Background: an optimization exercise with open tools, aiming at small area. Do not read the settings as production practice.
Only simulation tests tie the RTL to the original design; equivalence was not proved.
Power figures rest on the tool's default switching activity, not on a simulated workload.

==> 11-14 <==
Design imem_multiport, start of the top module:
module imem_multiport #(
  parameter int              NCORES       = 4,
  parameter int              AW           = 5,
  parameter int              DW           = 32,
  parameter logic [29-AW:0]  BASE_ADDRESS = '0,
  parameter logic [DW-1:0]   NOP_WORD     = DW'(32'h0000F020),
  parameter logic [DW-1:0]   DEFAULT_WORD = DW'(32'h0000FFFF),
  parameter logic [5:0]      HALT_OP      = 6'd63
) (
  input  logic                 clk,
  input  logic                 reset_n,
  output logic                 busy,
  input  logic                 ld_we,
  input  logic [AW-1:0]        ld_addr,
  input  logic [DW-1:0]        ld_data,
  output logic                 ld_ack,
  input  logic [NCORES-1:0]    rd_req,
  input  logic [NCORES*32-1:0] rd_addr,
  output logic [NCORES*DW-1:0] rd_data,
  output logic [NCORES-1:0]    rd_valid,
  output logic [NCORES-1:0]    rd_err,
  output logic [NCORES-1:0]    halt_seen
);
clock: 4.0 ns
lec_check: 0
cap_margin: 0
cell_pad_in_sites_detail_placement: 1
cell_pad_in_sites_global_placement: 1
core_margin: 2
core_utilization: 25
cts_buf_list: sky130_fd_sc_hd__clkbuf_16
cts_cluster_diameter: 100
cts_cluster_size: 30
place_density: 0.35
slew_margin: 0
synth_hierarchical: 1
synth_minimum_keep_size: 0
standard.sh (not shown) runs the stock make flow with config.mk's settings and CLKGATE_MAP_FILE= SYNTH_SCRIPT=/design/flow/synth_recipe.tcl, a recipe that flattens the netlist after the stock synthesis.
==> flow/flow/run.sh <==
#!/bin/bash
# The standard layout (standard.sh: standard synthesis through finish), with three
# changes passed to ORFS through its environment:
#  - the port buffers use the smallest buffer cell instead of the default delay buffer;
#  - clock tree synthesis inserts no dummy loads;
#  - global routing offers less of met1 to signal routing (flow/fastroute.tcl).
# Each ORFS step keeps its own log under orfs/logs/; standard.sh's output goes to standard.log.
set -euo pipefail
export BUFFER_PORTS_ARGS="-buffer_cell sky130_fd_sc_hd__buf_1"
export CTS_ARGS="-sink_clustering_enable -repair_clock_nets -dont_use_dummy_load -sink_clustering_size 30 -sink_clustering_max_diameter 100 -buf_list sky130_fd_sc_hd__clkbuf_16"
export FASTROUTE_TCL="$PWD/flow/fastroute.tcl"
bash standard.sh > standard.log 2>&1
==> flow/flow/fastroute.tcl <==
# Global routing layers as the platform's fastroute.tcl sets them, with less of
# met1 offered to signal routing (more left for pin access) and more of the
# upper layers.
set_global_routing_layer_adjustment $::env(MIN_ROUTING_LAYER)-$::env(MAX_ROUTING_LAYER) 0.15
set_global_routing_layer_adjustment met1 0.5

set_routing_layers -clock $::env(MIN_CLK_ROUTING_LAYER)-$::env(MAX_ROUTING_LAYER)
set_routing_layers -signal $::env(MIN_ROUTING_LAYER)-$::env(MAX_ROUTING_LAYER)
==> inputs of 11-04, as changes to 11-14 <==
==> flow/design.v (replaced) <==
module imem_multiport #(
  parameter int              NCORES       = 4,
  parameter int              AW           = 5,
  parameter int              DW           = 32,
  parameter logic [29-AW:0]  BASE_ADDRESS = '0,
  parameter logic [DW-1:0]   NOP_WORD     = DW'(32'h0000F020),
  parameter logic [DW-1:0]   DEFAULT_WORD = DW'(32'h0000FFFF),
  parameter logic [5:0]      HALT_OP      = 6'd63
) (
  input  logic                 clk,
  input  logic                 reset_n,
  output logic                 busy,
  input  logic                 ld_we,
  input  logic [AW-1:0]        ld_addr,
  input  logic [DW-1:0]        ld_data,
  output logic                 ld_ack,
  input  logic [NCORES-1:0]    rd_req,
  input  logic [NCORES*32-1:0] rd_addr,
  output logic [NCORES*DW-1:0] rd_data,
  output logic [NCORES-1:0]    rd_valid,
  output logic [NCORES-1:0]    rd_err,
  output logic [NCORES-1:0]    halt_seen
);
  localparam int DEPTH = 2**AW;
  localparam logic [AW-1:0] LAST = AW'(DEPTH - 1);
  logic          run;
  logic [AW-1:0] cnt;
  logic [DEPTH-1:0][DW-1:0] mem;
  assign busy = !run;
  always_ff @(posedge clk) begin
    if (!reset_n) begin
      run <= 1'b0;
      cnt <= '0;
    end else if (!run) begin
      cnt <= cnt + AW'(1);
      if (cnt == LAST) run <= 1'b1;
    end
  end
  logic          we;
  logic [AW-1:0] wa;
  logic [DW-1:0] wd;
  assign we = reset_n && (!run || ld_we);
  assign wa = run ? ld_addr : cnt;
  assign wd = run ? ld_data : NOP_WORD;
  always_ff @(posedge clk) begin
    for (int w = 0; w < DEPTH; w++)
      if (we && wa == AW'(w)) mem[w] <= wd;
  end
  always_ff @(posedge clk) begin
    if (!reset_n) ld_ack <= 1'b0;
    else          ld_ack <= run && ld_we;
  end
  logic [NCORES-1:0] bad;
  logic [DW-1:0]     word [NCORES];
  always_comb begin
    for (int i = 0; i < NCORES; i++) begin
      bad[i] = (rd_addr[32*i +: 2] != 2'b00) ||
               (rd_addr[32*i+AW+2 +: 30-AW] != BASE_ADDRESS);
      word[i] = '0;
      for (int w = 0; w < DEPTH; w++)
        word[i] = word[i] |
                  ({DW{rd_addr[32*i+2 +: AW] == AW'(w) && !bad[i]}} & mem[w]);
    end
  end
  always_ff @(posedge clk) begin
    for (int i = 0; i < NCORES; i++) begin
      rd_err[i]           <= bad[i];
      rd_data[DW*i +: DW] <= word[i] | ({DW{bad[i]}} & DEFAULT_WORD);
    end
  end
  always_ff @(posedge clk) begin
    if (!reset_n) begin
      rd_valid  <= '0;
      halt_seen <= '0;
    end else begin
      rd_valid <= rd_req & {NCORES{run}};
      for (int i = 0; i < NCORES; i++)
        if (run && rd_req[i] && word[i][31:26] == HALT_OP) halt_seen[i] <= 1'b1;
    end
  end
endmodule
==> flow/run.sh (new file) <==
#!/bin/bash
# synth_recipe.tcl (not shown) runs the flow's synth.tcl, then flattens the netlist and writes it again
# the make line also repeats each setting of config.mk as NAME=value (left out here)
make -C /OpenROAD-flow-scripts/flow DESIGN_CONFIG=/design/flow/config.mk WORK_HOME=/design/flow/orfs CLKGATE_MAP_FILE= SYNTH_SCRIPT=/design/flow/synth_recipe.tcl finish
==> flow/config.mk (replaced) <==
export PLATFORM = sky130hd
export DESIGN_NAME = imem_multiport
export DESIGN_NICKNAME = imem_multiport
export VERILOG_FILES = /design/flow/design.v
export SDC_FILE = /design/flow/constraint.sdc
export NUM_CORES = 4
export LEC_CHECK = 0
export CAP_MARGIN = 0
export CORE_MARGIN = 2
export CORE_UTILIZATION = 44
export CTS_BUF_LIST = sky130_fd_sc_hd__clkbuf_16
export CTS_CLUSTER_DIAMETER = 100
export CTS_CLUSTER_SIZE = 30
export GPL_TIMING_DRIVEN = 0
export SLEW_MARGIN = 0
removed: flow/flow/run.sh
removed: flow/flow/fastroute.tcl
removed: flow/standard.sh
==> results.json <==
{
  "status": "complete, but fails checks",
  "failed_checks": "max-capacitance violations, max-slew violations",
  "pwr-share-clk_pct": 36.9,
  "power.group.top": "registers",
  "max_cap_viol_count": 2,
  "r2r_slack_ns": 1.01,
  "regArea_mm2": 0.0234,
  "slew_viol_final": 40,
  "vias": 62795,
  "muxShareOfSynthArea_pct": 0.0381,
  "clkLatencyLatePin_ns": 0.77,
  "cts_setup_buffers": 0
}
the above is filed under 11-14

==> results.json <==
{
  "muxShareOfSynthArea_pct": 1.13,
  "met1_usage_pct": 87.4,
  "grt_pass1_vias": 73984,
  "status": "did not finish",
  "error_line": "[ERROR GRT-0116] Global routing finished with congestion. Check the congestion regions in the DRC Viewer.",
  "cts_setup_buffers": 86,
  "numCtsBuffers": 53,
  "lastStage": "global routing"
}
the above is filed under 11-04

[what the ideal ports hide]
How much do the figures lean on ideal ports? The routed layout below was timed once more, with nothing changed but the port constraints.
Step 1: set_driving_cell puts a clkbuf_16 on clk and a buf_2 on each other input, an assumption about the parent block.
Step 2 also shifts input and output timing later by t, the mid clock arrival at the registers, as if the neighbouring blocks saw the same clock.
a / b / c = ideal ports / drivers / drivers and shift; a / b = the first two.
run: 11-14
t, ns: 0.819
setup WS [ns]: 0.754 / 0.808 / -0.011
cell pins on the clock port's net: 1
The setup slack of 11-14 moves by +0.054 ns with the drivers and by -0.765 ns with both steps.
